From an optimization exercise on the open Yosys and OpenROAD flow, aimed at small area; shortcuts taken in it are not production practice. In this exercise RTL edits were held to simulation tests only and were not proved equivalent to the original. Power and IR drop assume default switching activity.

--- design/flow/design.v ---
module clk_div_multi #(
    parameter int          N_CH        = 4,
    parameter int          CH_W        = 2,
    parameter int          CNT_W       = 32,
    parameter int unsigned DEFAULT_DIV = 100000000
) (
    input  logic             clk,
    input  logic             rst,
    input  logic             sync,
    input  logic             wr_en,
    input  logic [CH_W-1:0]  wr_ch,
    input  logic [CNT_W-1:0] wr_div,
    output logic [N_CH-1:0]  clkout,
    output logic [N_CH-1:0]  tick,
    output logic [N_CH-1:0]  pending
);
    localparam int               HW      = CNT_W - 1;
    localparam logic [CNT_W-1:0] DEF_DIV = CNT_W'(DEFAULT_DIV);
    localparam logic             DEF_HZ  = (DEF_DIV[CNT_W-1:1] == '0);
    localparam logic [HW-1:0]    CNT_RST  = DEF_DIV[CNT_W-1:1];
    localparam logic [HW-1:0]    CNT_RST1 = CNT_RST - 1'b1;
    logic force_load;
    assign force_load = sync;
    logic fresh;
    always_ff @(posedge clk or posedge rst) begin
        if (rst) fresh <= 1'b1;
        else     fresh <= 1'b0;
    end
    logic             wr_hz;
    logic [CNT_W-1:0] wd;
    logic             wd_hz;
    assign wr_hz = (wr_div[CNT_W-1:1] == '0);
    assign wd    = fresh ? DEF_DIV : wr_div;
    assign wd_hz = fresh ? DEF_HZ : wr_hz;
    for (genvar i = 0; i < N_CH; i++) begin : g_ch
        logic [CNT_W-1:0] reg_a;
        logic [CNT_W-1:0] reg_b;
        logic             a_hz;
        logic             b_hz;
        logic [HW-1:0]    cnt_nq;
        logic [HW-1:0]    cnt_q;
        logic             ptr_q;
        logic             shd_q;
        logic             ph_q;
        logic             wr_hit;
        logic             d_hz, d_0;
        logic             d_zero, d_one;
        logic             cnt_hz;
        logic             p_end;
        logic [HW-1:0]    dec;
        logic             tick_c;
        logic             load;
        logic             ldv;
        logic             sw;
        logic             s_sel;
        logic             use_a, use_b, use_c;
        logic [HW-1:0]    cnt_n;
        logic [HW:0]      brw;
        logic             ptr_n;
        logic             shd_n;
        logic             ph_n;
        logic             wr_a, wr_b;
        always_comb begin
            cnt_q  = ~cnt_nq;
            wr_hit = wr_en && (wr_ch == CH_W'(i));
            d_hz   = ptr_q ? b_hz : a_hz;
            d_0    = ptr_q ? reg_b[0] : reg_a[0];
            d_zero = d_hz && !d_0;
            d_one  = d_hz && d_0;
            cnt_hz = (cnt_q[HW-1:1] == '0);
            p_end  = cnt_hz && (cnt_q[0] ^ (!ph_q && d_0));
            tick_c = p_end && (ph_q || d_one) && !fresh;
            load   = tick_c || d_zero || force_load;
            ldv    = load && !fresh;
            sw     = p_end && !ph_q;
            s_sel  = ptr_q ^ shd_q;
            use_a  = ldv ? !s_sel : (sw && !ptr_q && !fresh);
            use_b  = ldv ?  s_sel : (sw &&  ptr_q && !fresh);
            use_c  = !ldv && !sw && !fresh;
            brw[0] = 1'b1;
            for (int k = 0; k < HW; k++) begin
                dec[k]     = cnt_q[k] ^ brw[k];
                brw[k+1]   = brw[k] & !cnt_q[k];
            end
            cnt_n  = ({HW{use_a}} & reg_a[CNT_W-1:1]) |
                     ({HW{use_b}} & reg_b[CNT_W-1:1]) |
                     ({HW{use_c}} & dec) |
                     ({HW{fresh}} & (force_load ? CNT_RST : CNT_RST1));
            ph_n   = !load && (ph_q || p_end) && !fresh;
            ptr_n  = ptr_q ^ (load && shd_q);
            shd_n  = wr_hit || (shd_q && !load);
            wr_a   = wr_hit &&  ptr_n;
            wr_b   = wr_hit && !ptr_n;
        end
        always_ff @(posedge clk or posedge rst) begin
            if (rst) begin
                ptr_q <= 1'b0;
                shd_q <= 1'b0;
                ph_q  <= 1'b0;
            end else begin
                ptr_q <= ptr_n;
                shd_q <= shd_n;
                ph_q  <= ph_n;
            end
        end
        always_ff @(posedge clk) begin
            cnt_nq <= ~cnt_n;
            if (wr_a || fresh) begin
                reg_a <= wd;
                a_hz  <= wd_hz;
            end
            if (wr_b) begin
                reg_b <= wr_div;
                b_hz  <= wr_hz;
            end
        end
        assign clkout[i]  = ph_q;
        assign tick[i]    = tick_c;
        assign pending[i] = shd_q && (reg_a != reg_b);
    end
endmodule
--- design/flow/flow/run.sh ---
#!/bin/bash
# Own layout flow: the standard ORFS flow (standard.sh) with these changes.
#  1. Synthesis runs the standard flow's synthesis script (synth_recipe.tcl) unchanged, but with an
#     area-oriented ABC mapping script (flow/abc_area.script) and without Yosys's
#     half/full-adder extraction (ADDER_MAP_FILE empty), so ABC maps the counters'
#     ripple chains itself. Registers are untouched by either change.
#  2. CTS uses clkbuf_8 clock buffers, sink clusters of up to 16 flip-flops, and no
#     dummy loads.
#  3. Ports are buffered with buf_1.
# Every other step is standard.sh's, with the design's settings. Each make run's full
# output goes to its own log here; ORFS's per-step logs are under orfs/logs/.
set -euo pipefail
HERE=$(pwd)

# Synthesis scripts: ORFS's, with the ABC script replaced.
rm -rf "$HERE/synth_scripts"
cp -r "$FLOW_HOME/scripts" "$HERE/synth_scripts"
cp "$HERE/flow/abc_area.script" "$HERE/synth_scripts/abc_speed.script"

bash standard.sh SCRIPTS_DIR="$HERE/synth_scripts" ADDER_MAP_FILE= synth > "$HERE/synth.log" 2>&1

bash standard.sh \
  "CTS_ARGS=-sink_clustering_enable -repair_clock_nets -dont_use_dummy_load -buf_list sky130_fd_sc_hd__clkbuf_8 -sink_clustering_size 16 -sink_clustering_max_diameter 60" \
  "BUFFER_PORTS_ARGS=-buffer_cell sky130_fd_sc_hd__buf_1" \
  finish > "$HERE/layout.log" 2>&1
--- design/flow/flow/abc_area.script ---
&get -n
&st
&dch
&nf -R 1000 -p
&put
--- design/flow/standard.sh ---
#!/bin/bash
# synth_recipe.tcl (not shown) runs the flow's synth.tcl, then flattens the netlist and writes it again
# the make line also repeats each setting of config.mk as NAME=value (left out here)
make -C /OpenROAD-flow-scripts/flow DESIGN_CONFIG=/design/flow/config.mk WORK_HOME=/design/flow/orfs CLKGATE_MAP_FILE= SYNTH_SCRIPT=/design/flow/synth_recipe.tcl "${@:-finish}"
--- design/flow/config.mk ---
export PLATFORM = sky130hd
export DESIGN_NAME = clk_div_multi
export DESIGN_NICKNAME = clk_div_multi
export VERILOG_FILES = /design/flow/design.v
export SDC_FILE = /design/flow/constraint.sdc
export NUM_CORES = 4
export LEC_CHECK = 0
export CAP_MARGIN = 20
export CORE_MARGIN = 2
export CORE_UTILIZATION = 40
export GPL_TIMING_DRIVEN = 0
export SLEW_MARGIN = 20
--- design/flow/constraint.sdc ---
create_clock -name core_clock -period 10.0 [get_ports {clk}]
set_input_delay 2.0000 -clock core_clock [delete_from_list [all_inputs] [get_ports {clk}]]
set_output_delay 2.0000 -clock core_clock [all_outputs]
set_load 0.01 [all_outputs]
==> run summary, run 1 <==
top cells by area, synth edfxtp_1 48%, dfxtp_1 15%, xnor2_1 8.6%, a222oi_1 2.9%, nand4_1 2.6%; Yosys top cell area share 0.478; max_slew headroom 0.293; DRC errors left 0; EDFF count, synth 264; H-tree levels 1; kind of critical path flop to primary output; remaining antenna violation count after routing 0; gr ovfl total 0; Peak VDD IR 0.111 mV; Main synth FF type edfxtp_1; io pins 50; top cells by count, synth 264 x edfxtp_1, 162 x xnor2_1, 124 x dfxtp_1; Syn Nets 1317; total CTS buffers 30; Worst Path Required 8.00 ns; pin count of the biggest net entering global routing 67; row count 74; Pwr Density 202 nW/µm²; Final Hold Fails 0; setup bufs post-CTS 0; wire length per cell 23.3 µm; Resized Gates After CTS 0; first-pass GRT wire length 67200 µm; DIE HEIGHT 208 µm; GRT Overall Usage 0.202; Lkg Pwr 5.96 nW; mean post-synth cell area 13.0 µm²; ratio of cells with drive above 1 in the final layout 0.0649; chip width 208 µm; Synth Instances 1279; DR pass1 iterations 6; Final setup viols 0; placed instance count 1889; async set or reset register ratio after synthesis 0.0324; RePlAce Congestion 0.828; CP arrival 3.00 ns; initial drt markers 1190; Final period util 0.500; vias 11200; Non-Filler Instances 1920; cell with the most instances after synthesis edfxtp_1; Layout area overhead 11.5%; Worst Reg2Reg Path Length in Cells 14; max cap viols 0; initial antenna violation count 2; final slew viol count 0; hold_ws 0.451 ns; # nets final 1427; clk slew on worst S/H paths 0.10 ns; Worst Hold Depth 1; setup TNS 0 ns; Netlist cell types 42; CTS tree done; # fillers 3701; status complete, no violations; full die area 43100 µm²; f_max 0.200 GHz; crit end category primary output; worst-path fanout max 4; WL final 44800 µm; cell taking the most area after synthesis edfxtp_1; DPL Wire Length 32300 µm; clock buffer depth 3; Post-Synthesis Cell Area 16600 µm²; critical path launch point type flop; unrepaired setup endpoints after global routing false; Seq cells post-synth 401; CTS Root Cell clkbuf_8; Yosys warning count 1; Clock Latency Late Sink 0.62 ns; Initial Utilization 0.405; vias in the first global route 10900; CTS Hold Bufs 0; vias per cell 5.84; Worst Tran Pin Value 1.05 ns; worst hold path class flop to flop; clock net sink count 401; Post-Route Skew 0.0303 ns; Final min period 5.00 ns; Core ar. 40900 µm²; IO Port Bufs 49; sequential area share after synthesis 0.647
worst paths after layout:
check / slack (ns) / startpoint / endpoint
worst max-delay path: 5.00 / g_ch[1].cnt_nq[20]$_DFF_P_ / tick[1]
max in group asynchronous: 8.30 / rst / fresh$_DFF_PP1_
min in group asynchronous: 1.34 / rst / g_ch[0].ptr_q$_DFF_PP0_
worst max register to register: 5.78 / g_ch[3].cnt_nq[1]$_DFF_P_ / g_ch[3].cnt_nq[17]$_DFF_P_
worst min-delay path: 0.45 / g_ch[2].reg_b[26]$_DFFE_PP_ / g_ch[2].cnt_nq[25]$_DFF_P_
worst min register to register: 0.45 / g_ch[2].reg_b[26]$_DFFE_PP_ / g_ch[2].cnt_nq[25]$_DFF_P_
layer usage:
| layer | global-route usage | vias up | part of all wire |
|---|---|---|---|
| li1 | - | 5145 | - |
| met1 | 0.279 | 5614 | 0.43 |
| met2 | 0.335 | 381 | 0.48 |
| met3 | 0.0245 | 67 | 0.063 |
| met4 | 0.0641 | 0 | 0.029 |
| met5 | 0 | - | 0 |
area by class of cell:
| type | count | area, µm² | share of cell area |
|---|---|---|---|
| sequential | 401 | 10700 | 0.581 |
| multi-input combinational | 860 | 5900 | 0.319 |
| timing repair buffer | 78 | 687 | 0.0371 |
| tap | 532 | 666 | 0.0360 |
| clock buffer | 30 | 413 | 0.0223 |
| buffer | 8 | 60.1 | 0.00325 |
| inverter | 10 | 37.5 | 0.00203 |
| antenna | 1 | 2.50 | 0.000135 |
worst max-delay path, cell delays in order (launching register included):
cell and delay [ns]:
dfxtp_1 0.40, nand4_1 0.29, nor4_1 0.83, nand3_1 0.25, nor3_1 0.31, buf_4 0.15
buf_1 0.14
kinds of logic (layout without fill, tap and decap cells):
logic type | count (synthesis) | in the layout | synth area share
compound gates | 265 | 265 | 0.114
xor+xnor | 202 | 202 | 0.107
buf+inv | 18 | 126 | 0.00588
flops | 401 | 401 | 0.647
mux | 8 | 8 | 0.00543
other cells | 1 | 2 | 0.000226
simple gates | 384 | 384 | 0.120
state kept, by name, summed over array words and instances, names as in the netlist:
register / cells
g_ch.cnt_nq: 124
g_ch.a_hz: 4
g_ch.reg_a: 128
g_ch.shd_q: 4
g_ch.ptr_q: 4
g_ch.b_hz: 4
g_ch.ph_q: 4
fresh: 1
g_ch.reg_b: 128
layout by cell type (no fill, tap or decap), drive strengths merged, types with 10 or more instances in the layout:
master  count
xor2       40
and3       12
nand2      64
nor3       19
a222oi     48
a221o      29
o21ai      44
dfxtp     124
edfxtp    264
clkinv     10
buf        86
a31oi      13
a22oi      26
dfrtp      12
or2        17
clkbuf     30
nor2b      43
nor4       23
nor2       77
nand3      35
nand4      70
xnor2     162
a21oi      71
stage by stage:
| step | cell area, µm² | setup slack, ns | power, mW | utilization |
|---|---|---|---|---|
| floorplan | 16600 | 4.92 | 2.68 | - |
| global route | 18500 | 4.89 | 3.91 | 0.452 |
| CTS | 18500 | 4.94 | 3.76 | 0.452 |
| detailed placement | 18100 | 5.01 | 3.01 | 0.442 |
| finish | 18500 | 5.00 | 3.74 | 0.452 |
| global placement | 17400 | 2.91 | 2.91 | 0.426 |
where the power goes:
part	total [mW]	switching [mW]	internal, mW
clock network	0.765	0.497	0.268
registers	2.20	0.204	2.00
logic	0.776	0.433	0.343
==> run 2: changes to the inputs <==
--- a/design/flow/config.mk
+++ b/design/flow/config.mk
@@ -9,4 +9,3 @@
 export CORE_MARGIN = 2
 export CORE_UTILIZATION = 40
-export GPL_TIMING_DRIVEN = 0
 export SLEW_MARGIN = 20
==> run 2 against run 1 <==
Still clean on timing, DRC and antenna. Sequential power about the same. Via count down 1.1%. Synthesized cell count stayed put. Count of clock-buffer cells in the layout increased by 1. Hold slack better by 0.015 ns. Synthesized area stayed put. First-iteration DRC count decreased by 12%. Die area unchanged. Flip-flop and latch count unchanged. Critical path type unchanged.
==> run summary, run 2 <==
Final Core Density 0.443; DRC errors left 0; top cells by area, synth edfxtp_1 48%, dfxtp_1 15%, xnor2_1 8.6%, a222oi_1 2.9%, nand4_1 2.6%; Seq cells post-synth 401; Top Registers g_ch.reg_a (128), g_ch.reg_b (128), g_ch.cnt_nq (124); DIE HEIGHT 208 µm; Clock Latency Late Sink 0.65 ns; initial drt markers 1050; clock buffer depth 3; max cap viols 0; setup TNS 0 ns; top cells by count, synth 264 x edfxtp_1, 162 x xnor2_1, 124 x dfxtp_1; worst min-delay path startpoint g_ch[1].reg_b[1]$_DFFE_PP_; vias per cell 5.81; clock net sink count 401; DPL Wire Length 31400 µm; Final min period 4.83 ns; critical path's slowest cell nor4_1; ant diodes 0; io pins 50; initial antenna violation count 0; worst hold path class flop to flop; Peak VDD IR 0.0988 mV; Worst Hold Depth 1; hold_ws 0.466 ns; Post-Synthesis Cell Area 16600 µm²; CP arrival 2.83 ns; most frequent cells in the layout 264 x edfxtp_1, 162 x xnor2_1, 124 x dfxtp_1; Final period util 0.483; r2r startpoint fresh$_DFF_PP1_; Crit Reg-Reg Endpoint g_ch[0].reg_b[29]$_DFFE_PP_; row count 74; Resized Gates After CTS 0; remaining antenna violation count after routing 0; delay of the slowest critical-path stage 0.90 ns; Final WS setup 5.17 ns; Syn Nets 1317; crit-path cells xnor2_1 -> nand4_1 -> nor4_1 -> a21oi_1 -> buf_1; post-route design area 18100 µm²; gr ovfl total 0; DR pass1 iterations 8; Lkg Pwr 5.81 nW; Final Hold Fails 0; Tot Pwr 3.68 mW; cell taking the most area after synthesis edfxtp_1; placed instance count 1877; # fillers 3756; setup bufs post-CTS 0; # nets final 1417; DP Worst Slack 5.26 ns; Non-Filler Instances 1909; kind of critical path flop to primary output; WL final 44200 µm; Core ar. 40900 µm²; IO Port Bufs 49; GRT Overall Usage 0.199; cell with the most instances after synthesis edfxtp_1; Yosys top cell area share 0.478; worst-path fanout max 2; Worst Tran Pin Value 1.08 ns; Initial Utilization 0.405; CTS tree done; Worst Path Required 8.00 ns; placed cell area 17700 µm²; async set or reset register ratio after synthesis 0.0324; f_max 0.207 GHz; full die area 43100 µm²; clk slew on worst S/H paths 0.10 ns; CTS Root Cell clkbuf_8; Worst Reg2Reg Path Length in Cells 7; vias 11100; ratio of cells with drive above 1 in the final layout 0.0545; Final setup viols 0; most common cell after layout, fill and taps aside edfxtp_1; crit end category primary output; status complete, no violations; EDFF count, synth 264; final slew viol count 0; Yosys warning count 1; Main synth FF type edfxtp_1; mean post-synth cell area 13.0 µm²; Post-Route Skew 0.0563 ns; RePlAce Congestion 0.833; critical path launch point type flop; wire length per cell 23.1 µm; Netlist cell types 42; Layout area overhead 9.33%; sequential area share after synthesis 0.647; first-pass GRT wire length 66000 µm; worst hold path endpoint g_ch[1].cnt_nq[0]$_DFF_P_; chip width 208 µm; total CTS buffers 31; Synth Instances 1279; H-tree levels 1; CTS Hold Bufs 0; Pwr Density 203 nW/µm²; max_slew headroom 0.281; vias in the first global route 10800; unrepaired setup endpoints after global routing false; Worst R2R Setup Slack 5.68 ns; pin count of the biggest net entering global routing 56
==> run 2: cell counts after synthesis <==
No cell type changed its count.
==> run 2: where the power goes <==
part | internal, mW | switching, mW | total (mW)
registers | 2.00 | 0.208 | 2.21
logic | 0.302 | 0.403 | 0.705
clock network | 0.276 | 0.493 | 0.768
total | 2.58 | 1.10 | 3.68
==> run 2: how the worst max path moves through the flow <==
stage	startpoint	end	cells past startpoint
4_1_cts	g_ch[3].cnt_nq[3]$_DFF_P_	tick[3]	5
5_1_grt	g_ch[3].cnt_nq[3]$_DFF_P_	tick[3]	5
3_3_place_gp	sync	g_ch[3].reg_b[26]$_DFFE_PP_	6
3_5_place_dp	sync	g_ch[3].reg_b[26]$_DFFE_PP_	6
2_1_floorplan	sync	g_ch[3].cnt_nq[12]$_DFF_P_	7
6_report	g_ch[3].reg_a[31]$_DFFE_PP_	pending[3]	5
==> run 2: worst max-delay path: cells and delay by family (launching register included) <==
family	cells	cell delay (ns)
flip-flops	1	0.44
AND/OR/NAND/NOR	2	1.06
AO/OA/AOI/OAI	1	0.30
buffers and inverters	1	0.20
XOR/XNOR	1	0.18
==> run 2: cell families after synthesis <==
kind of cell,share of synthesized area
DFF,0.647
and+or+nand+nor,0.120
AOI/OAI and AO/OA,0.114
xor gates and xnor gates,0.107
buffers and inverters,0.00588
muxes,0.00543
other,0.000226
==> run 2: layout make-up <==
class	count	area [µm²]	area share
Clock buffer	31	427	0.0235
Tap cell	532	666	0.0367
Inverter	10	37.5	0.00207
Sequential cell	401	10700	0.592
Timing Repair Buffer	75	419	0.0231
Multi-Input combinational cell	860	5850	0.323
==> run 2: per-layer routing <==
layer,part of all wire,wire length [µm],vias up,track usage
met4,0.038,1690,0,0.0795
li1,-,-,5131,-
met5,0,0,-,0
met2,0.46,20400,388,0.324
met1,0.44,19500,5501,0.275
met3,0.059,2590,69,0.0200
==> run 3: changes to the inputs <==
--- a/design/flow/config.mk
+++ b/design/flow/config.mk
@@ -6,6 +6,6 @@
 export NUM_CORES = 4
 export LEC_CHECK = 0
-export CAP_MARGIN = 20
+export CAP_MARGIN = 5
 export CORE_MARGIN = 2
 export CORE_UTILIZATION = 40
-export SLEW_MARGIN = 20
+export SLEW_MARGIN = 5
==> run 3 against run 2 <==
Clock power fell by 1%. Flip-flop and latch count did not move. Clock skew fell by 0.0075 ns. Register-to-register slack improved by 0.07 ns. Power fell by 0.36%. Final area fell by 0.38%. First-iteration DRC count rose by 5.4%. Sequential share of layout area rose by 0.23 points. Critical path depth did not move. Fmax rose by 1.2%. Largest cell class unchanged. Highest routed layer unchanged.
==> run summary, run 3 <==
final slew viol count 0; Resized Gates After CTS 0; kind of critical path flop to primary output; most common cell after layout, fill and taps aside edfxtp_1; Worst Tran Pin Value 1.10 ns; most frequent cells in the layout 264 x edfxtp_1, 162 x xnor2_1, 124 x dfxtp_1; CTS tree done; GRT busiest layer met2; WL final 44000 µm; Tot Pwr 3.67 mW; setup TNS 0 ns; Final WS setup 5.23 ns; clock buffer depth 3; Seq cells post-synth 401; Worst Setup SP g_ch[3].cnt_nq[27]$_DFF_P_; Worst Reg2Reg Path Length in Cells 7; Pwr Density 203 nW/µm²; Worst Path Required 8.00 ns; Final Core Density 0.442; max_slew headroom 0.266; row count 74; met1 usage 0.282; mean post-synth cell area 13.0 µm²; Final Hold Fails 0; Syn Nets 1317; Post-Route Skew 0.0488 ns; Core ar. 40900 µm²; gr ovfl total 0; cell taking the most area after synthesis edfxtp_1; EDFF count, synth 264; Top Registers g_ch.reg_a (128), g_ch.reg_b (128), g_ch.cnt_nq (124); vias in the first global route 10700; Final setup viols 0; top cells by area, synth edfxtp_1 48%, dfxtp_1 15%, xnor2_1 8.6%, a222oi_1 2.9%, nand4_1 2.6%; GRT Overall Usage 0.199; Post-Synthesis Cell Area 16600 µm²; worst-path fanout max 5; Adder-Cell Fraction of Synth Area 0; Worst Setup EP tick[3]; RePlAce Congestion 0.833; # fillers 3753; CP arrival 2.77 ns; grt met2 use 0.331; Clock Latency Late Sink 0.63 ns; total CTS buffers 30; Seq. cell area 10700 µm²; io pins 50; DP Worst Slack 5.27 ns; cell with the most instances after synthesis edfxtp_1; Final period util 0.477; Yosys warning count 1; critical path launch point type flop; # nets final 1414; Lkg Pwr 5.78 nW; unrepaired setup endpoints after global routing false; sequential area share after synthesis 0.647; DR pass1 iterations 7; Peak VDD IR 0.100 mV; Yosys top cell area share 0.478; worst hold path class flop to flop; hold_ws 0.465 ns; clock net sink count 401; Non-Filler Instances 1906; multi-input combinational cell area 5850 µm²; clk slew on worst S/H paths 0.10 ns; f_max 0.210 GHz; post-synthesis mux area share 0.00543; Post-Synth Simple-Gate Area 0.120; setup bufs post-CTS 0; Final min period 4.77 ns; status complete, no violations; full die area 43100 µm²; M3 GR Usage 0.0162; Worst R2R Setup Slack 5.75 ns; Crit Reg-Reg Endpoint g_ch[0].reg_b[14]$_DFFE_PP_; pin count of the biggest net entering global routing 56; chip width 208 µm; first-pass GRT wire length 66000 µm; Main synth FF type edfxtp_1; Post-Synth XOR/XNOR Area 0.107; top cells by count, synth 264 x edfxtp_1, 162 x xnor2_1, 124 x dfxtp_1; DIE HEIGHT 208 µm; placed cell area 17700 µm²; Netlist cell types 42; Layout area overhead 8.91%; r2r startpoint fresh$_DFF_PP1_; CTS Hold Bufs 0; max cap viols 0; remaining antenna violation count after routing 0; main combinational cell family by area after synthesis simple AND/OR/NAND/NOR gates; Synth Instances 1279; vias 11100; complex-gate fraction of the synthesized area 0.114; placed instance count 1876; wire length per cell 23.1 µm; ant diodes 0; IO Port Bufs 49; async set or reset register ratio after synthesis 0.0324; Initial Utilization 0.405; DRC errors left 0; ratio of cells with drive above 1 in the final layout 0.0524; crit end category primary output; initial drt markers 1107; initial antenna violation count 1; post-route design area 18100 µm²; CTS Root Cell clkbuf_8; DPL Wire Length 31200 µm; vias per cell 5.82; H-tree levels 1
## run 3: changes by cell type in the layout (fill, tap and decap cells not counted), sizes merged
cell	change
buf	-2
clkbuf	-1
## run 3: how the worst min path moves through the flow
stage	to	cells past startpoint	slack, ns	start
after global placement	g_ch[2].cnt_nq[0]$_DFF_P_	1	0.45	g_ch[2].reg_b[1]$_DFFE_PP_
after floorplan	g_ch[2].cnt_nq[25]$_DFF_P_	1	0.44	g_ch[2].reg_b[26]$_DFFE_PP_
after CTS	g_ch[2].cnt_nq[6]$_DFF_P_	1	0.46	g_ch[2].reg_a[7]$_DFFE_PP_
after detailed placement	g_ch[2].cnt_nq[6]$_DFF_P_	1	0.46	g_ch[2].reg_a[7]$_DFFE_PP_
after global routing	g_ch[3].cnt_nq[7]$_DFF_P_	1	0.48	g_ch[3].reg_b[8]$_DFFE_PP_
final	g_ch[2].cnt_nq[3]$_DFF_P_	1	0.46	g_ch[2].reg_a[4]$_DFFE_PP_
## run 3: report_power, final
group	switching (mW)	leakage, nW	internal, mW
sequential	0.209	3.69	2.00
combinational	0.403	1.87	0.298
clock	0.491	0.216	0.267
total	1.10	5.78	2.57
## run 3: worst max-delay path, cell delays in order, from the launching register on
cell and delay (ns):
dfxtp_1 0.46, nand4_1 0.13, nor4_1 0.70, nand3_1 0.19
nor3_1 0.45, buf_1 0.22
## run 3: cell type report
class,count,share of cell area
tap,532,0.0368
sequential,401,0.594
multi-input combinational,860,0.324
timing repair buffer,73,0.0201
inverter,10,0.00208
clock buffer,30,0.0228
## run 3: logic make-up (layout without fill, tap and decap cells)
logic type / after synthesis / count (layout)
AOI/OAI and AO/OA: 265 / 265
xor gates and xnor gates: 202 / 202
buffers and inverters: 18 / 113
DFF: 401 / 401
muxes: 8 / 8
other: 1 / 1
and+or+nand+nor: 384 / 384
## run 3: per-layer routing
layer | wire (µm) | up-vias
li1 | - | 5118
met1 | 19800 | 5589
met2 | 21000 | 326
met3 | 2200 | 52
met4 | 1040 | 0
met5 | 0 | -
==> run 4: changes to the inputs <==
--- a/design/flow/design.v
+++ b/design/flow/design.v
@@ -17,5 +17,4 @@
     localparam int               HW      = CNT_W - 1;
     localparam logic [CNT_W-1:0] DEF_DIV = CNT_W'(DEFAULT_DIV);
-    localparam logic             DEF_HZ  = (DEF_DIV[CNT_W-1:1] == '0);
     localparam logic [HW-1:0]    CNT_RST  = DEF_DIV[CNT_W-1:1];
     localparam logic [HW-1:0]    CNT_RST1 = CNT_RST - 1'b1;
@@ -27,15 +26,10 @@
         else     fresh <= 1'b0;
     end
-    logic             wr_hz;
     logic [CNT_W-1:0] wd;
-    logic             wd_hz;
-    assign wr_hz = (wr_div[CNT_W-1:1] == '0);
     assign wd    = fresh ? DEF_DIV : wr_div;
-    assign wd_hz = fresh ? DEF_HZ : wr_hz;
     for (genvar i = 0; i < N_CH; i++) begin : g_ch
         logic [CNT_W-1:0] reg_a;
         logic [CNT_W-1:0] reg_b;
-        logic             a_hz;
-        logic             b_hz;
+        logic             first_q;
         logic [HW-1:0]    cnt_nq;
         logic [HW-1:0]    cnt_q;
@@ -64,5 +58,5 @@
             cnt_q  = ~cnt_nq;
             wr_hit = wr_en && (wr_ch == CH_W'(i));
-            d_hz   = ptr_q ? b_hz : a_hz;
+            d_hz   = first_q && (cnt_q == '0);
             d_0    = ptr_q ? reg_b[0] : reg_a[0];
             d_zero = d_hz && !d_0;
@@ -106,11 +100,10 @@
         always_ff @(posedge clk) begin
             cnt_nq <= ~cnt_n;
+            first_q <= load;
             if (wr_a || fresh) begin
                 reg_a <= wd;
-                a_hz  <= wd_hz;
             end
             if (wr_b) begin
                 reg_b <= wr_div;
-                b_hz  <= wr_hz;
             end
         end
==> run 4 against run 3 <==
Still clean. Final cell count down 1.3%. Via count is 0.44% lower. Die area decreased by 1.4%. Non-clock buffer count shrank 9. Clock power is 8.6% higher. Synthesized cell count down 1.6%. Wire length down 1.2%. Sequential power is 11% lower. Count of clock-buffer cells in the layout is 5 higher. Final area down 1.2%. Global-route usage rose by 0.89 points. Highest routed layer unchanged.
==> run summary, run 4 <==
status complete, no violations; top cells by count, synth 256 x edfxtp_1, 172 x xnor2_1, 128 x dfxtp_1; critical path launch point type flop; GRT Overall Usage 0.208; CTS Root Cell clkbuf_8; CP arrival 3.14 ns; cell with the most instances after synthesis edfxtp_1; Synth Instances 1259; crit-path cells nand4_1 -> nor4_1 -> and4_1 -> a21oi_1 -> nor3_1 -> buf_1; most frequent cells in the layout 256 x edfxtp_1, 172 x xnor2_1, 128 x dfxtp_1; worst-path fanout max 5; setup bufs post-CTS 0; vias 11000; unrepaired setup endpoints after global routing false; max_slew headroom 0.191; Worst Path Required 8.00 ns; Post-Route Skew 0.0589 ns; RePlAce Congestion 0.853; # nets final 1390; Final period util 0.514; worst hold path class flop to flop; EDFF count, synth 256; Seq cells post-synth 397; Worst Tran Pin Value 1.21 ns; Resized Gates After CTS 0; CTS Hold Bufs 0; io pins 50; placed instance count 1847; placed cell area 17400 µm²; mean post-synth cell area 13.0 µm²; clock buffer depth 3; cell taking the most area after synthesis edfxtp_1; Core ar. 40600 µm²; M3 GR Usage 0.0366; multi-input combinational cell area 5780 µm²; wire length per cell 23.1 µm; gr ovfl total 0; top cells by area, synth edfxtp_1 47%, dfxtp_1 16%, xnor2_1 9.2%, a222oi_1 3.2%, a21oi_1 2.4%; first-pass GRT wire length 66000 µm; Main synth FF type edfxtp_1; Peak VDD IR 0.0817 mV; setup TNS 0 ns; Yosys warning count 1; # fillers 3738; async set or reset register ratio after synthesis 0.0327; grt met2 use 0.334; hold_ws 0.451 ns; GRT busiest layer met2; Final setup viols 0; remaining antenna violation count after routing 0; IO Port Bufs 49; initial drt markers 1188; Worst R2R Setup Slack 5.12 ns; Non-Filler Instances 1882; H-tree levels 2; Final Hold Fails 0; DPL Wire Length 29500 µm; f_max 0.194 GHz; delay of the slowest critical-path stage 0.96 ns; Yosys top cell area share 0.470; max cap viols 0; DR pass1 iterations 8; kind of critical path flop to primary output; ant diodes 0; vias in the first global route 10800; clk slew on worst S/H paths 0.10 ns; full die area 42500 µm²; Seq. cell area 10600 µm²; DIE HEIGHT 206 µm; post-route design area 17900 µm²; WL final 43500 µm; row count 74; crit end category primary output; final slew viol count 0; vias per cell 5.86; sequential area share after synthesis 0.647; Syn Nets 1297; Final min period 5.14 ns; pin count of the biggest net entering global routing 56; total CTS buffers 35; Initial Utilization 0.403; critical path's slowest cell nor4_1; CTS tree done; met1 usage 0.289; Top Registers g_ch.reg_a (128), g_ch.reg_b (128), g_ch.cnt_nq (124); clock net sink count 397; initial antenna violation count 4; Netlist cell types 45; Clock Latency Late Sink 0.59 ns; Lkg Pwr 5.74 nW; Layout area overhead 9.24%; DRC errors left 0; chip width 206 µm; ratio of cells with drive above 1 in the final layout 0.0519; most common cell after layout, fill and taps aside edfxtp_1; Pwr Density 174 nW/µm²; Post-Synthesis Cell Area 16400 µm²
run 4: cell types whose count changed after synthesis, sizes merged, moves of 7 or more:
cell    before  now
nor2        77   59
a22oi       26    9
nand4       70   57
xor2        40   27
a221oi       8   18
xnor2      162  172
a21oi       71   80
and2         6   15
edfxtp     264  256
mux2         8    0
nor4        23   16
o21ai       44   37
run 4: where the power goes:
group	leakage (nW)	internal, mW	total [mW]	switching [mW]
combinational	1.85	0.130	0.325	0.195
clock	0.252	0.315	0.824	0.509
sequential	3.64	1.86	1.96	0.0951
run 4: area by class of cell:
| type | count | share of cell area |
|---|---|---|
| inverter | 15 | 0.00315 |
| sequential | 397 | 0.592 |
| tap | 532 | 0.0373 |
| clock buffer | 35 | 0.0270 |
| timing repair buffer | 64 | 0.0166 |
| multi-input combinational | 839 | 0.324 |
run 4: cell families (layout without fill, tap and decap cells):
group,count (synthesis),in the layout,share of synthesized area
mux,4,4,0.00245
buf+inv,23,114,0.00712
compound gates,275,275,0.122
simple gates,360,360,0.115
xor+xnor,199,199,0.107
flops,397,397,0.647
other cells,1,1,0.000229
run 4: routing by layer:
metal | vias up | share of wire | wire, µm
li1 | 5031 | - | -
met1 | 5545 | 0.45 | 19400
met2 | 400 | 0.46 | 20000
met3 | 60 | 0.067 | 2920
met4 | 0 | 0.026 | 1120
met5 | - | 0 | 0
run 4: worst paths after layout:
kind,endpoint,from,depth (start not counted)
min in group asynchronous,g_ch[0].ptr_q$_DFF_PP0_,rst,2
worst max-delay path,tick[0],g_ch[0].cnt_nq[13]$_DFF_P_,6
max in group asynchronous,g_ch[0].shd_q$_DFF_PP0_,rst,2
worst min-delay path,g_ch[2].cnt_nq[13]$_DFF_P_,g_ch[2].reg_a[14]$_DFFE_PP_,1
worst max register to register,g_ch[0].cnt_nq[30]$_DFF_P_,g_ch[0].cnt_nq[0]$_DFF_P_,16
worst min register to register,g_ch[2].cnt_nq[13]$_DFF_P_,g_ch[2].reg_a[14]$_DFFE_PP_,1
run 4: worst max-delay path: cells and delay by family (launching register included):
| kind | cells | cell delay [ns] |
|---|---|---|
| and+or+nand+nor | 4 | 1.88 |
| DFF | 1 | 0.42 |
| buffers and inverters | 1 | 0.21 |
| AOI/OAI and AO/OA | 1 | 0.08 |
run 4: through the flow:
stage / utilization / setup WS, ns / power, mW
6_report: 0.440 / 4.86 / 3.10
5_1_grt: 0.440 / 4.66 / 3.24
4_1_cts: 0.440 / 4.80 / 3.13
3_5_place_dp: 0.429 / 4.84 / 2.31
3_3_place_gp: 0.429 / 5.04 / 2.31
2_1_floorplan: - / 5.21 / 2.18
==> run 5: changes to the inputs <==
--- a/design/flow/config.mk
+++ b/design/flow/config.mk
@@ -6,6 +6,6 @@
 export NUM_CORES = 4
 export LEC_CHECK = 0
-export CAP_MARGIN = 5
+export CAP_MARGIN = 10
 export CORE_MARGIN = 2
 export CORE_UTILIZATION = 40
-export SLEW_MARGIN = 5
+export SLEW_MARGIN = 10
==> run 5 against run 4 <==
Critical path type unchanged. Combinational power about the same. Worst setup slack unchanged. Synthesized area unchanged. Utilization unchanged. Largest power group unchanged. Flip-flop and latch count unchanged. Clock skew unchanged. Final cell count unchanged. Synthesized cell count unchanged. Fmax unchanged. Non-clock buffer count unchanged. Still clean on timing, DRC and antenna. Wire length unchanged.
==> run summary, run 5 <==
Core ar. 40600 µm²; IO Port Bufs 49; # nets final 1390; row count 74; gr ovfl total 0; initial antenna violation count 4; Post-Synthesis Cell Area 16400 µm²; Clock Latency Late Sink 0.59 ns; unrepaired setup endpoints after global routing false; Syn Nets 1297; crit end category primary output; most frequent cells in the layout 256 x edfxtp_1, 172 x xnor2_1, 128 x dfxtp_1; async set or reset register ratio after synthesis 0.0327; complex-gate fraction of the synthesized area 0.122; WL final 43500 µm; first-pass GRT wire length 66000 µm; Main synth FF type edfxtp_1; Final setup viols 0; setup TNS 0 ns; Post-Route Skew 0.0589 ns; vias in the first global route 10800; top cells by area, synth edfxtp_1 47%, dfxtp_1 16%, xnor2_1 9.2%, a222oi_1 3.2%, a21oi_1 2.4%; Final Hold Fails 0; CTS Hold Bufs 0; critical path's slowest cell nor4_1; setup bufs post-CTS 0; Final min period 5.14 ns; post-synthesis mux area share 0.00245; full die area 42500 µm²; Resized Gates After CTS 0; critical path launch point type flop; Synth Instances 1259; vias 11000; GRT Overall Usage 0.208; max cap viols 0; Yosys warning count 1; wire length per cell 23.1 µm; main combinational cell family by area after synthesis compound AO/OA/AOI/OAI gates; Top Registers g_ch.reg_a (128), g_ch.reg_b (128), g_ch.cnt_nq (124); Netlist cell types 45; clock net sink count 397; Pwr Density 174 nW/µm²; ant diodes 0; max_slew headroom 0.191; status complete, no violations; Yosys top cell area share 0.470; Worst Tran Pin Value 1.21 ns; worst-path fanout max 5; cell taking the most area after synthesis edfxtp_1; Adder-Cell Fraction of Synth Area 0; Peak VDD IR 0.0817 mV; crit-path cells nand4_1 -> nor4_1 -> and4_1 -> a21oi_1 -> nor3_1 -> buf_1; Initial Utilization 0.403; io pins 50; # fillers 3738; mean post-synth cell area 13.0 µm²; remaining antenna violation count after routing 0; delay of the slowest critical-path stage 0.96 ns; f_max 0.194 GHz; CP arrival 3.14 ns; Post-Synth Simple-Gate Area 0.115; cell with the most instances after synthesis edfxtp_1; ratio of cells with drive above 1 in the final layout 0.0519; worst hold path class flop to flop; multi-input combinational cell area 5780 µm²; EDFF count, synth 256; final slew viol count 0; kind of critical path flop to primary output; Post-Synth XOR/XNOR Area 0.107; RePlAce Congestion 0.853; initial drt markers 1188; vias per cell 5.86; sequential area share after synthesis 0.647; CTS tree done; CTS Root Cell clkbuf_8; pin count of the biggest net entering global routing 56; H-tree levels 2; top cells by count, synth 256 x edfxtp_1, 172 x xnor2_1, 128 x dfxtp_1; Worst Path Required 8.00 ns; DIE HEIGHT 206 µm; total CTS buffers 35; Layout area overhead 9.24%; most common cell after layout, fill and taps aside edfxtp_1; hold_ws 0.451 ns; chip width 206 µm; DPL Wire Length 29500 µm; Lkg Pwr 5.74 nW; Seq. cell area 10600 µm²; Final period util 0.514; clock buffer depth 3; clk slew on worst S/H paths 0.10 ns; Seq cells post-synth 397; DRC errors left 0; DR pass1 iterations 8
run 5: final timing paths:
check / startpoint / to / slack (ns) / cells past startpoint
setup / recovery: g_ch[0].cnt_nq[13]$_DFF_P_ / tick[0] / 4.86 / 6
max in group asynchronous: rst / g_ch[0].shd_q$_DFF_PP0_ / 8.22 / 2
hold / removal: g_ch[2].reg_a[14]$_DFFE_PP_ / g_ch[2].cnt_nq[13]$_DFF_P_ / 0.45 / 1
min in group asynchronous: rst / g_ch[0].ptr_q$_DFF_PP0_ / 1.41 / 2
setup reg to reg: g_ch[0].cnt_nq[0]$_DFF_P_ / g_ch[0].cnt_nq[30]$_DFF_P_ / 5.12 / 16
hold reg to reg: g_ch[2].reg_a[14]$_DFFE_PP_ / g_ch[2].cnt_nq[13]$_DFF_P_ / 0.45 / 1
run 5: where the power goes:
group          internal, mW  switching, mW
logic                 0.130          0.195
clock network         0.315          0.509
registers              1.86         0.0951
run 5: cell families after synthesis:
family	count (synthesis)
xor gates and xnor gates	199
muxes	4
buffers and inverters	23
AOI/OAI and AO/OA	275
DFF	397
other	1
and+or+nand+nor	360
run 5: area by class of cell:
type	count	area share
repair buffers	64	0.0166
multi-input cells	839	0.324
clock buffers	35	0.0270
well taps	532	0.0373
flip-flops and latches	397	0.592
inverters	15	0.00315
run 5: per-stage QoR:
step	power (mW)	setup slack, ns	cells	cell area, µm²	utilization
global route	3.24	4.66	1882	17900	0.440
floorplan	2.18	5.21	1259	16400	-
CTS	3.13	4.80	1882	17900	0.440
global placement	2.31	5.04	1847	17400	0.429
finish	3.10	4.86	1882	17900	0.440
detailed placement	2.31	4.84	1847	17400	0.429
run 5: critical path: cells and delay by family, from the launching register on:
kind,cells,cell delay (ns)
AND/OR/NAND/NOR,4,1.88
flip-flops,1,0.42
buffers and inverters,1,0.21
AO/OA/AOI/OAI,1,0.08
run 5: metal layers:
metal | vias to the layer above | track usage | wire, µm
li1 | 5031 | - | -
met1 | 5545 | 0.289 | 19400
met2 | 400 | 0.334 | 20000
met3 | 60 | 0.0366 | 2920
met4 | 0 | 0.0617 | 1120
met5 | - | 0 | 0
==> run 6: changes to the inputs <==
--- a/design/flow/config.mk
+++ b/design/flow/config.mk
@@ -6,6 +6,6 @@
 export NUM_CORES = 4
 export LEC_CHECK = 0
-export CAP_MARGIN = 10
+export CAP_MARGIN = 20
 export CORE_MARGIN = 2
-export CORE_UTILIZATION = 40
-export SLEW_MARGIN = 10
+export CORE_UTILIZATION = 55
+export SLEW_MARGIN = 20
==> run 6 against run 5 <==
Still clean. Synthesized area did not move. Worst setup slack improved by 0.23 ns. Die area fell by 27%. Clock skew rose by 0.0064 ns. Non-clock buffer count did not move. Sequential power barely moved. Clock power fell by 1%. Combinational power barely moved. Power fell by 0.53%. Critical path depth did not move. Final area fell by 0.98%. Largest cell class unchanged. Highest routed layer unchanged.
==> run summary, run 6 <==
ratio of cells with drive above 1 in the final layout 0.0526; r2r startpoint g_ch[3].cnt_nq[0]$_DFF_P_; full die area 31100 µm²; Yosys top cell area share 0.470; f_max 0.204 GHz; Worst Path Required 8.00 ns; CTS Hold Bufs 0; top cells by count, synth 256 x edfxtp_1, 172 x xnor2_1, 128 x dfxtp_1; CP arrival 2.91 ns; WL final 40500 µm; Synth Instances 1259; most frequent cells in the layout 256 x edfxtp_1, 172 x xnor2_1, 128 x dfxtp_1; max_slew headroom 0.264; mean post-synth cell area 13.0 µm²; gr ovfl total 0; Lkg Pwr 5.74 nW; Core ar. 29500 µm²; final slew viol count 0; Final min period 4.91 ns; Final WS setup 5.09 ns; # fillers 2372; pin count of the biggest net entering global routing 47; CTS Root Cell clkbuf_8; ant diodes 0; Main synth FF type edfxtp_1; RePlAce Congestion 0.832; # nets final 1390; DP Worst Slack 5.25 ns; crit end category primary output; vias 10800; Worst Tran Pin Value 1.10 ns; Clock Latency Late Sink 0.56 ns; critical path launch point type flop; top cells by area, synth edfxtp_1 47%, dfxtp_1 16%, xnor2_1 9.2%, a222oi_1 3.2%, a21oi_1 2.4%; initial antenna violation count 2; vias per cell 6.21; io pins 50; unrepaired setup endpoints after global routing false; worst min-delay path startpoint g_ch[1].reg_a[4]$_DFFE_PP_; sequential area share after synthesis 0.647; Layout area overhead 8.16%; cell with the most instances after synthesis edfxtp_1; chip width 176 µm; max cap viols 0; DIE HEIGHT 176 µm; worst hold path class flop to flop; placed cell area 17200 µm²; setup TNS 0 ns; GRT Overall Usage 0.262; async set or reset register ratio after synthesis 0.0327; IO Port Bufs 49; first-pass GRT wire length 61100 µm; Worst Setup SP g_ch[0].cnt_nq[13]$_DFF_P_; CTS tree done; cell taking the most area after synthesis edfxtp_1; most common cell after layout, fill and taps aside edfxtp_1; EDFF count, synth 256; initial drt markers 1294; Post-Route Skew 0.0653 ns; Final period util 0.491; kind of critical path flop to primary output; clock net sink count 397; clk slew on worst S/H paths 0.09 ns; status complete, no violations; Peak VDD IR 0.124 mV; wire length per cell 23.3 µm; Post-Synthesis Cell Area 16400 µm²; row count 63; Syn Nets 1297; Final setup viols 0; remaining antenna violation count after routing 0; Netlist cell types 45; clock buffer depth 3; vias in the first global route 10200; Pwr Density 175 nW/µm²; Tot Pwr 3.09 mW; DRC errors left 0; Yosys warning count 1; Top Registers g_ch.reg_a (128), g_ch.reg_b (128), g_ch.cnt_nq (124); Resized Gates After CTS 0; post-route design area 17700 µm²; worst-path fanout max 5; DR pass1 iterations 9; H-tree levels 2; Seq cells post-synth 397; Initial Utilization 0.555; setup bufs post-CTS 0; total CTS buffers 35; DPL Wire Length 28300 µm; Final Hold Fails 0
==> run 6: layout make-up <==
type                    instances  area (µm²)  share of cell area
flip-flops and latches        397       10600               0.598
inverters                      15        56.3             0.00318
repair buffers                 64         297              0.0168
clock buffers                  35         482              0.0272
well taps                     390         488              0.0276
multi-input cells             839        5780               0.327
==> run 6: cells by family after synthesis <==
| group | after synthesis | share of synthesized area |
|---|---|---|
| buffers and inverters | 23 | 0.00712 |
| multiplexers | 4 | 0.00245 |
| flip-flops | 397 | 0.647 |
| AND/OR/NAND/NOR | 360 | 0.115 |
| XOR/XNOR | 199 | 0.107 |
| other | 1 | 0.000229 |
| AO/OA/AOI/OAI | 275 | 0.122 |
==> run 6: per-layer routing <==
layer,global-route usage,wire (µm),vias to the layer above,part of all wire
li1,-,-,5031,-
met1,0.411,19000,5293,0.47
met2,0.383,17300,435,0.43
met3,0.0394,3490,46,0.086
met4,0.0610,692,0,0.017
met5,0,0,-,0
==> run 6: per-stage QoR <==
step / util / hold slack, ns / instances
CTS: 0.600 / 0.438 / 1740
detailed placement: 0.584 / 0.459 / 1705
floorplan: - / 0.444 / 1259
global route: 0.600 / 0.451 / 1740
finish: 0.600 / 0.441 / 1740
global placement: 0.584 / 0.456 / 1705
==> run 6: report_power, final <==
| part | total [mW] | internal, mW | switching, mW | leakage, nW |
|---|---|---|---|---|
| clock network | 0.813 | 0.315 | 0.498 | 0.252 |
| registers | 1.95 | 1.86 | 0.0921 | 3.64 |
| logic | 0.322 | 0.129 | 0.192 | 1.85 |
| total | 3.09 | 2.31 | 0.782 | 5.74 |
==> run 6: worst paths after layout <==
kind / end / slack (ns) / cells past startpoint
worst max-delay path: tick[0] / 5.09 / 6
worst min-delay path: g_ch[1].cnt_nq[3]$_DFF_P_ / 0.44 / 1
worst max register to register: g_ch[3].cnt_nq[29]$_DFF_P_ / 5.31 / 16
worst min register to register: g_ch[1].cnt_nq[3]$_DFF_P_ / 0.44 / 1
max in group asynchronous: fresh$_DFF_PP1_ / 8.17 / 2
min in group asynchronous: g_ch[2].ph_q$_DFF_PP0_ / 1.44 / 2
==> run 6: critical path, cell delays in order, from the launching register on <==
cell and delay (ns):
dfxtp_1 0.41, nand4_1 0.20, nor4_1 0.78, and4_1 0.35, a21oi_1 0.08, nor3_1 0.34, buf_1 0.20
==> run 7: changes to the inputs <==
--- a/design/flow/config.mk
+++ b/design/flow/config.mk
@@ -8,4 +8,4 @@
 export CAP_MARGIN = 20
 export CORE_MARGIN = 2
-export CORE_UTILIZATION = 55
+export CORE_UTILIZATION = 70
 export SLEW_MARGIN = 20
==> run 7 against run 6 <==
Still clean on timing, DRC and antenna. Power shrank 2.4%. First-iteration DRC count grew 13%. Final cell count shrank 4.5%. Critical path depth grew 2. Die area shrank 21%. Worst setup slack gained 0.012 ns. Via count grew 2.1%. Final area shrank 0.78%. Synthesized area is the same. Sequential power is essentially flat. Critical path type unchanged. Largest cell class unchanged. Largest power group unchanged.
==> run summary, run 7 <==
max_slew headroom 0.283; DR pass1 iterations 8; max cap viols 0; H-tree levels 1; Netlist cell types 45; IO Port Bufs 49; most common cell after layout, fill and taps aside edfxtp_1; most frequent cells in the layout 256 x edfxtp_1, 172 x xnor2_1, 128 x dfxtp_1; Pwr Density 172 nW/µm²; Post-Route Skew 0.0478 ns; Crit Reg-Reg Endpoint g_ch[3].cnt_nq[13]$_DFF_P_; Worst Setup EP tick[2]; Synth Instances 1259; row count 55; vias in the first global route 10600; initial antenna violation count 0; async set or reset register ratio after synthesis 0.0327; Syn Nets 1297; Final setup viols 0; Main synth FF type edfxtp_1; vias per cell 6.64; RePlAce Congestion 0.893; worst-path fanout max 6; cell with the most instances after synthesis edfxtp_1; Worst R2R Setup Slack 5.36 ns; gr ovfl total 0; Yosys top cell area share 0.470; clk slew on worst S/H paths 0.10 ns; total CTS buffers 30; Peak VDD IR 0.144 mV; pin count of the biggest net entering global routing 73; CTS tree done; crit end category primary output; Worst Setup SP g_ch[2].cnt_nq[0]$_DFF_P_; setup TNS 0 ns; WL final 39200 µm; CP arrival 2.90 ns; Worst Reg2Reg Path Length in Cells 14; Top Registers g_ch.reg_a (128), g_ch.reg_b (128), g_ch.cnt_nq (124); io pins 50; Lkg Pwr 5.73 nW; Worst Path Required 8.00 ns; first-pass GRT wire length 60000 µm; f_max 0.204 GHz; mean post-synth cell area 13.0 µm²; Worst Tran Pin Value 1.07 ns; cell taking the most area after synthesis edfxtp_1; worst hold path class flop to flop; GRT Overall Usage 0.325; Post-Synthesis Cell Area 16400 µm²; Core ar. 22800 µm²; r2r startpoint g_ch[3].cnt_nq[8]$_DFF_P_; critical path launch point type flop; Yosys warning count 1; kind of critical path flop to primary output; Final Hold Fails 0; DPL Wire Length 27200 µm; CTS Root Cell clkbuf_8; # nets final 1388; Layout area overhead 7.32%; final slew viol count 0; status complete, no violations; DIE HEIGHT 157 µm; CTS Hold Bufs 0; top cells by count, synth 256 x edfxtp_1, 172 x xnor2_1, 128 x dfxtp_1; clock net sink count 397; sequential area share after synthesis 0.647; Initial Utilization 0.718; ant diodes 0; Final period util 0.490; full die area 24600 µm²; clock buffer depth 3; Clock Latency Late Sink 0.61 ns; EDFF count, synth 256; unrepaired setup endpoints after global routing false; Final min period 4.90 ns; initial drt markers 1466; ratio of cells with drive above 1 in the final layout 0.0512; setup bufs post-CTS 0; remaining antenna violation count after routing 0; Resized Gates After CTS 0; DRC errors left 0; chip width 157 µm; Tot Pwr 3.01 mW; top cells by area, synth edfxtp_1 47%, dfxtp_1 16%, xnor2_1 9.2%, a222oi_1 3.2%, a21oi_1 2.4%; wire length per cell 23.6 µm; vias 11000; Seq cells post-synth 397
run 7: changes by cell type in the layout (fill, tap and decap cells not counted):
cell / before / now
o21bai_4: 3 / 1
buf_16: 0 / 1
buf_4: 15 / 17
clkbuf_8: 35 / 30
o21bai_2: 0 / 2
run 7: metal layers:
| layer | vias up | global-route usage | wire length, µm |
|---|---|---|---|
| met5 | - | 0 | 0 |
| met4 | 0 | 0.0900 | 1030 |
| met3 | 57 | 0.0534 | 4400 |
| met2 | 615 | 0.486 | 17200 |
| met1 | 5327 | 0.498 | 16500 |
| li1 | 5028 | - | - |
run 7: worst min path at each step:
stage / from / endpoint / cells after the start
detailed placement: g_ch[2].reg_a[15]$_DFFE_PP_ / g_ch[2].cnt_nq[14]$_DFF_P_ / 1
global placement: g_ch[0].reg_a[15]$_DFFE_PP_ / g_ch[0].cnt_nq[14]$_DFF_P_ / 1
global route: g_ch[1].reg_a[4]$_DFFE_PP_ / g_ch[1].cnt_nq[3]$_DFF_P_ / 1
floorplan: g_ch[2].reg_a[17]$_DFFE_PP_ / g_ch[2].cnt_nq[16]$_DFF_P_ / 1
finish: g_ch[1].reg_a[4]$_DFFE_PP_ / g_ch[1].cnt_nq[3]$_DFF_P_ / 1
CTS: g_ch[1].reg_a[4]$_DFFE_PP_ / g_ch[1].cnt_nq[3]$_DFF_P_ / 1
run 7: area by class of cell:
type | count | area (µm²)
sequential | 397 | 10600
multi-input combinational | 839 | 5770
fill | 1460 | 5230
clock buffer | 30 | 413
tap | 313 | 392
timing repair buffer | 67 | 339
inverter | 15 | 56.3
run 7: power breakdown:
group	total (mW)	leakage (nW)	internal (mW)	switching [mW]
registers	1.96	3.64	1.86	0.0951
clock network	0.734	0.216	0.267	0.468
logic	0.324	1.87	0.131	0.193
total	3.01	5.73	2.26	0.755
run 7: stage by stage:
step / util / hold WS, ns / setup WS [ns] / std cells / area [µm²]
after floorplan: - / 0.444 / 5.21 / 1259 / 16400
after global placement: 0.751 / 0.455 / 5.14 / 1629 / 17100
after detailed placement: 0.751 / 0.457 / 4.98 / 1629 / 17100
after CTS: 0.769 / 0.416 / 5.08 / 1659 / 17500
after global routing: 0.770 / 0.433 / 4.88 / 1661 / 17500
final: 0.770 / 0.417 / 5.10 / 1661 / 17500
run 7: logic make-up (layout without fill, tap and decap cells):
kind of cell | Yosys count | in the layout | synth area share
buffers and inverters | 23 | 112 | 0.00712
flip-flops | 397 | 397 | 0.647
multiplexers | 4 | 4 | 0.00245
XOR/XNOR | 199 | 199 | 0.107
AND/OR/NAND/NOR | 360 | 360 | 0.115
other | 1 | 1 | 0.000229
AO/OA/AOI/OAI | 275 | 275 | 0.122
run 7: critical path: stages (launching register included):
cell and delay (ns):
dfxtp_1 0.42, and3_1 0.21, and2_0 0.24, nand2_1 0.14, nor2_1 0.40, and4_1 0.30, a21oi_1 0.08, nor3_1 0.32
buf_1 0.20
==> run 8: changes to the inputs <==
--- a/design/flow/config.mk
+++ b/design/flow/config.mk
@@ -8,4 +8,4 @@
 export CAP_MARGIN = 20
 export CORE_MARGIN = 2
-export CORE_UTILIZATION = 70
+export CORE_UTILIZATION = 40
 export SLEW_MARGIN = 20
==> run 8 against run 7 <==
Still clean. Count of clock-buffer cells in the layout is 1 higher. Fmax fell by 6.7%. Power up 1.4%. Synthesized cell count did not move. Combinational power about the same. Register-to-register slack got worse by 0.19 ns. Wire length up 11%. Final area rose by 1.5%. Critical endpoint is now tick[0]. Highest routed layer unchanged.
==> run summary, run 8 <==
status complete, no violations; IO Port Bufs 49; RePlAce Congestion 0.853; DRC errors left 0; vias 10900; ant diodes 0; async set or reset register ratio after synthesis 0.0327; setup TNS 0 ns; setup bufs post-CTS 0; Synth Instances 1259; clock buffer depth 3; Core ar. 40600 µm²; Worst Setup EP tick[0]; final slew viol count 0; DIE HEIGHT 206 µm; critical path launch point type flop; f_max 0.190 GHz; Final setup viols 0; unrepaired setup endpoints after global routing false; Lkg Pwr 5.72 nW; ratio of cells with drive above 1 in the final layout 0.0498; Worst Reg2Reg Path Length in Cells 16; Post-Synthesis Cell Area 16400 µm²; kind of critical path flop to primary output; max_slew headroom 0.212; CTS tree done; first-pass GRT wire length 65300 µm; Yosys top cell area share 0.470; sequential area share after synthesis 0.647; CP arrival 3.25 ns; full die area 42500 µm²; # nets final 1386; Syn Nets 1297; Final min period 5.25 ns; pin count of the biggest net entering global routing 56; Resized Gates After CTS 0; Worst Tran Pin Value 1.17 ns; r2r startpoint g_ch[0].cnt_nq[0]$_DFF_P_; DR pass1 iterations 6; wire length per cell 23.1 µm; total CTS buffers 31; Top Registers g_ch.reg_a (128), g_ch.reg_b (128), g_ch.cnt_nq (124); top cells by count, synth 256 x edfxtp_1, 172 x xnor2_1, 128 x dfxtp_1; DPL Wire Length 29500 µm; post-route design area 17800 µm²; most common cell after layout, fill and taps aside edfxtp_1; Main synth FF type edfxtp_1; remaining antenna violation count after routing 0; GRT Overall Usage 0.205; CTS Root Cell clkbuf_8; Layout area overhead 8.95%; Crit Reg-Reg Endpoint g_ch[0].cnt_nq[30]$_DFF_P_; cell taking the most area after synthesis edfxtp_1; Worst Setup SP g_ch[0].cnt_nq[13]$_DFF_P_; top cells by area, synth edfxtp_1 47%, dfxtp_1 16%, xnor2_1 9.2%, a222oi_1 3.2%, a21oi_1 2.4%; Final Hold Fails 0; H-tree levels 1; gr ovfl total 0; CTS Hold Bufs 0; Post-Route Skew 0.0600 ns; initial drt markers 1249; vias in the first global route 10800; worst-path fanout max 5; Pwr Density 172 nW/µm²; worst hold path class flop to flop; Final period util 0.525; Worst Path Required 8.00 ns; Netlist cell types 45; most frequent cells in the layout 256 x edfxtp_1, 172 x xnor2_1, 128 x dfxtp_1; initial antenna violation count 2; max cap viols 0; Peak VDD IR 0.0907 mV; placed cell area 17400 µm²; Worst Hold Depth 1; Clock Latency Late Sink 0.64 ns; row count 74; Seq cells post-synth 397; io pins 50; cell with the most instances after synthesis edfxtp_1; Worst R2R Setup Slack 5.17 ns; WL final 43400 µm; clk slew on worst S/H paths 0.10 ns; clock net sink count 397; mean post-synth cell area 13.0 µm²; Yosys warning count 1; EDFF count, synth 256; Initial Utilization 0.403; vias per cell 5.81; chip width 206 µm; crit end category primary output
[run 8: cell count changes in the layout (fill, tap and decap cells not counted)]
cell | before | now
nor3_4 | 1 | 2
buf_4 | 17 | 15
clkbuf_8 | 30 | 31
o21bai_2 | 2 | 0
buf_16 | 1 | 0
o21bai_4 | 1 | 3
nor3_2 | 8 | 7
[run 8: worst max-delay path, stage by stage, from the launching register on]
cell     delay [ns]
dfxtp_1        0.43
nand4_1        0.19
nor4_1         1.01
and4_1         0.37
a21oi_1        0.08
nor3_1         0.33
buf_1          0.20
[run 8: metal layers]
| metal | vias up | global-route usage | part of all wire |
|---|---|---|---|
| met3 | 65 | 0.0293 | 0.070 |
| li1 | 5013 | - | - |
| met1 | 5489 | 0.287 | 0.44 |
| met5 | - | 0 | 0 |
| met4 | 0 | 0.0633 | 0.028 |
| met2 | 348 | 0.330 | 0.46 |
[run 8: logic make-up after synthesis]
kind of cell	count (synthesis)	synth area share
flip-flops	397	0.647
buffers and inverters	23	0.00712
AO/OA/AOI/OAI	275	0.122
XOR/XNOR	199	0.107
other	1	0.000229
multiplexers	4	0.00245
AND/OR/NAND/NOR	360	0.115
[run 8: layout make-up]
cell class,count,area [µm²]
timing repair buffer,64,297
multi-input combinational,839,5790
inverter,15,56.3
clock buffer,31,427
fill,3732,22700
tap,532,666
sequential,397,10600
[run 8: report_power, final]
part | switching, mW | internal, mW
logic | 0.196 | 0.130
clock network | 0.499 | 0.276
registers | 0.0951 | 1.86
total | 0.790 | 2.27
[run 8: worst min path at each step]
stage                                     start                    endpoint
floorplan           g_ch[2].reg_a[17]$_DFFE_PP_  g_ch[2].cnt_nq[16]$_DFF_P_
global placement     g_ch[2].reg_a[7]$_DFFE_PP_   g_ch[2].cnt_nq[6]$_DFF_P_
detailed placement  g_ch[0].reg_a[13]$_DFFE_PP_  g_ch[0].cnt_nq[12]$_DFF_P_
CTS                 g_ch[0].reg_a[13]$_DFFE_PP_  g_ch[0].cnt_nq[12]$_DFF_P_
global route        g_ch[0].reg_a[14]$_DFFE_PP_  g_ch[0].cnt_nq[13]$_DFF_P_
finish              g_ch[0].reg_a[14]$_DFFE_PP_  g_ch[0].cnt_nq[13]$_DFF_P_
[run 8: through the flow]
stage | setup slack, ns | utilization | power (mW) | hold slack (ns) | std cells
CTS | 4.77 | 0.439 | 3.08 | 0.463 | 1878
global route | 4.67 | 0.439 | 3.18 | 0.483 | 1878
global placement | 5.04 | 0.429 | 2.31 | 0.453 | 1847
detailed placement | 4.88 | 0.429 | 2.31 | 0.456 | 1847
finish | 4.75 | 0.439 | 3.06 | 0.449 | 1878
floorplan | 5.21 | - | 2.18 | 0.444 | 1259
==> run 9: changes to the inputs <==
--- a/design/flow/flow/run.sh
+++ b/design/flow/flow/run.sh
@@ -21,5 +21,5 @@
 
 bash standard.sh \
-  "CTS_ARGS=-sink_clustering_enable -repair_clock_nets -dont_use_dummy_load -buf_list sky130_fd_sc_hd__clkbuf_8 -sink_clustering_size 16 -sink_clustering_max_diameter 60" \
+  "CTS_ARGS=-sink_clustering_enable -repair_clock_nets -dont_use_dummy_load -buf_list {sky130_fd_sc_hd__clkbuf_8 sky130_fd_sc_hd__clkbuf_16} -sink_clustering_size 20 -sink_clustering_max_diameter 60" \
   "BUFFER_PORTS_ARGS=-buffer_cell sky130_fd_sc_hd__buf_1" \
   finish > "$HERE/layout.log" 2>&1
==> run 9 against run 8 <==
Critical path depth unchanged. First-iteration DRC count increased by 4.6%. Still clean. Final cell count fell by 0.11%. Utilization rose by 0.74 points. Sequential power hardly changed. Final area grew 1.7%. Non-clock buffer count stayed put. Fmax grew 1.7%. Hold slack gained 0.0045 ns. Flip-flop and latch count unchanged. Worst setup slack better by 0.090 ns. Combinational power about the same.
==> run summary, run 9 <==
status complete, no violations; switch share 0.248; Sequential Power Share 0.589; initial drt markers 1306; CTS Hold Bufs 0; vias in the first global route 10800; RePlAce Congestion 0.853; most frequent cells in the layout 256 x edfxtp_1, 172 x xnor2_1, 128 x dfxtp_1; critical path launch point type flop; Worst R2R Setup Slack 5.18 ns; first-pass GRT wire length 65500 µm; H-tree levels 1; Crit Reg-Reg Endpoint g_ch[0].cnt_nq[30]$_DFF_P_; GRT Overall Usage 0.206; Syn Nets 1297; chip width 206 µm; post-route design area 18100 µm²; Pwr Density 184 nW/µm²; setup TNS 0 ns; worst hold path class flop to flop; f_max 0.194 GHz; worst min-delay path startpoint g_ch[0].reg_a[14]$_DFFE_PP_; Lkg Pwr 5.85 nW; Final setup viols 0; full die area 42500 µm²; Worst Setup SP g_ch[0].cnt_nq[13]$_DFF_P_; ant diodes 0; initial antenna violation count 2; row count 74; # fillers 3683; Resized Gates After CTS 0; Seq cells post-synth 397; EDFF count, synth 256; Clock Latency Late Sink 0.58 ns; remaining antenna violation count after routing 0; kind of critical path flop to primary output; Initial Utilization 0.403; worst hold path endpoint g_ch[0].cnt_nq[13]$_DFF_P_; multi-input combinational cell area 5790 µm²; WL final 43500 µm; Yosys top cell area share 0.470; clock share of power 0.313; Top Registers g_ch.reg_a (128), g_ch.reg_b (128), g_ch.cnt_nq (124); top cells by area, synth edfxtp_1 47%, dfxtp_1 16%, xnor2_1 9.2%, a222oi_1 3.2%, a21oi_1 2.4%; unrepaired setup endpoints after global routing false; mean post-synth cell area 13.0 µm²; Yosys warning count 1; top cells by count, synth 256 x edfxtp_1, 172 x xnor2_1, 128 x dfxtp_1; DPL Wire Length 29500 µm; crit end category primary output; vias per cell 5.84; CTS tree done; Post-Route Skew 0.0332 ns; DR pass1 iterations 6; pin count of the biggest net entering global routing 56; Final Hold Fails 0; async set or reset register ratio after synthesis 0.0327; clock buffer depth 3; Peak VDD IR 0.150 mV; Seq. cell area 10600 µm²; gr ovfl total 0; Worst Tran Pin Value 1.14 ns; cell with the most instances after synthesis edfxtp_1; clk slew on worst S/H paths 0.08 ns; total CTS buffers 29; setup bufs post-CTS 0; wire length per cell 23.2 µm; io pins 50; vias 11000; most common cell after layout, fill and taps aside edfxtp_1; DRC errors left 0; Post-Synthesis Cell Area 16400 µm²; # nets final 1384; Main synth FF type edfxtp_1; max cap viols 0; final slew viol count 0; clock net sink count 397; DIE HEIGHT 206 µm; Final min period 5.16 ns; Layout area overhead 10.8%; Int Pwr 2.50 mW; Core ar. 40600 µm²; IO Port Bufs 49; placed cell area 17400 µm²; cell taking the most area after synthesis edfxtp_1; Synth Instances 1259; r2r startpoint g_ch[0].cnt_nq[0]$_DFF_P_; worst-path fanout max 5; Netlist cell types 45; max_slew headroom 0.235; combinational fraction of design power 0.098; Net Switching 824 µW; Worst Path Required 8.00 ns; sequential area share after synthesis 0.647; CP arrival 3.16 ns; Worst Reg2Reg Path Length in Cells 16; ratio of cells with drive above 1 in the final layout 0.0484; Worst Hold Depth 1; Final period util 0.516; CTS Root Cell clkbuf_16
## run 9: cell counts after synthesis
Identical to the previous run, type by type.
## run 9: logic make-up after synthesis
kind of cell | Yosys count | synth area share
flip-flops | 397 | 0.647
AND/OR/NAND/NOR | 360 | 0.115
AO/OA/AOI/OAI | 275 | 0.122
XOR/XNOR | 199 | 0.107
buffers and inverters | 23 | 0.00712
multiplexers | 4 | 0.00245
other | 1 | 0.000229
## run 9: worst max-delay path: stages (launching register included)
cell and delay [ns]:
dfxtp_1 0.42, nand4_1 0.19, nor4_1 0.99, and4_1 0.36, a21oi_1 0.08, nor3_1 0.35, buf_1 0.20
## run 9: layer usage
metal,track usage,wire length [µm],vias up
met1,0.287,19100,5480
met3,0.0319,3260,64
met2,0.331,20000,388
met5,0,0,-
li1,-,-,5019
met4,0.0648,1240,0
## run 9: per-stage QoR
step,utilization,hold WS [ns],power [mW],setup WS (ns),std cells
2_1_floorplan,-,0.444,2.18,5.21,1259
3_3_place_gp,0.429,0.453,2.31,5.04,1847
3_5_place_dp,0.429,0.456,2.31,4.88,1847
4_1_cts,0.447,0.451,3.35,4.84,1876
5_1_grt,0.447,0.469,3.45,4.75,1876
6_report,0.447,0.453,3.32,4.84,1876
## run 9: layout make-up
cell class | count | area share
Clock buffer | 29 | 0.0401
Sequential cell | 397 | 0.584
Timing Repair Buffer | 64 | 0.0164
Multi-Input combinational cell | 839 | 0.320
Tap cell | 532 | 0.0367
Inverter | 15 | 0.00311
## run 9: worst max-delay path by stage
stage | endpoint | slack, ns | cells after the start
2_1_floorplan | g_ch[3].cnt_nq[20]$_DFF_P_ | 5.21 | 8
3_3_place_gp | g_ch[3].cnt_nq[4]$_DFF_P_ | 5.04 | 10
3_5_place_dp | g_ch[3].cnt_nq[5]$_DFF_P_ | 4.88 | 10
4_1_cts | tick[0] | 4.84 | 6
5_1_grt | tick[0] | 4.75 | 6
6_report | tick[0] | 4.84 | 6
## run 9: power by group through the flow
stage / registers [mW] / logic, mW / clock network [mW]
global placement: 1.99 / 0.318 / 0
global route: 1.97 / 0.358 / 1.12
CTS: 1.96 / 0.326 / 1.06
finish: 1.96 / 0.326 / 1.04
detailed placement: 1.99 / 0.322 / 0
floorplan: 1.97 / 0.214 / 0

## afterwards: timing with drivers on the ports
The results above use ideal ports. As a check the final layouts listed here were re-extracted and re-timed, cells and wires unchanged.
Step 1 (the two cells are an assumption about what drives the block):
set clk [get_ports {clk}]
set_driving_cell -lib_cell sky130_fd_sc_hd__clkbuf_16 $clk
set_driving_cell -lib_cell sky130_fd_sc_hd__buf_2 [delete_from_list [all_inputs] $clk]
Step 2 also shifts input and output timing later by t, the mid clock arrival at the registers, as if the neighbouring blocks saw the same clock.
a / b / c = ideal ports / drivers / drivers and shift; a / b = the first two.
| run | t (ns) | slack for setup (ns) | worst setup path at the end |
|---|---|---|---|
| run 1 | 0.651 | 5.005 / 4.960 / 5.018 | input to register |
| run 2 | 0.668 | 5.169 / 5.122 / 5.252 | input to register |
| run 3 | 0.651 | 5.228 / 5.182 / 5.259 | input to register |
| run 4 | 0.611 | 4.856 / 4.806 / 4.864 | input to register |
| run 5 | 0.611 | 4.856 / 4.806 / 4.864 | input to register |
| run 6 | 0.575 | 5.087 / 5.039 / 5.238 | input to register |
| run 7 | 0.636 | 5.099 / 5.053 / 4.877 | input to register |
| run 8 | 0.662 | 4.746 / 4.697 / 4.793 | input to register |
| run 9 | 0.618 | 4.836 / 4.781 / 4.745 | input to register |
After both steps every run listed still meets setup and hold. The setup slack of run 7, which loses most, moves by -0.046 ns with the drivers and by -0.222 ns with both steps.
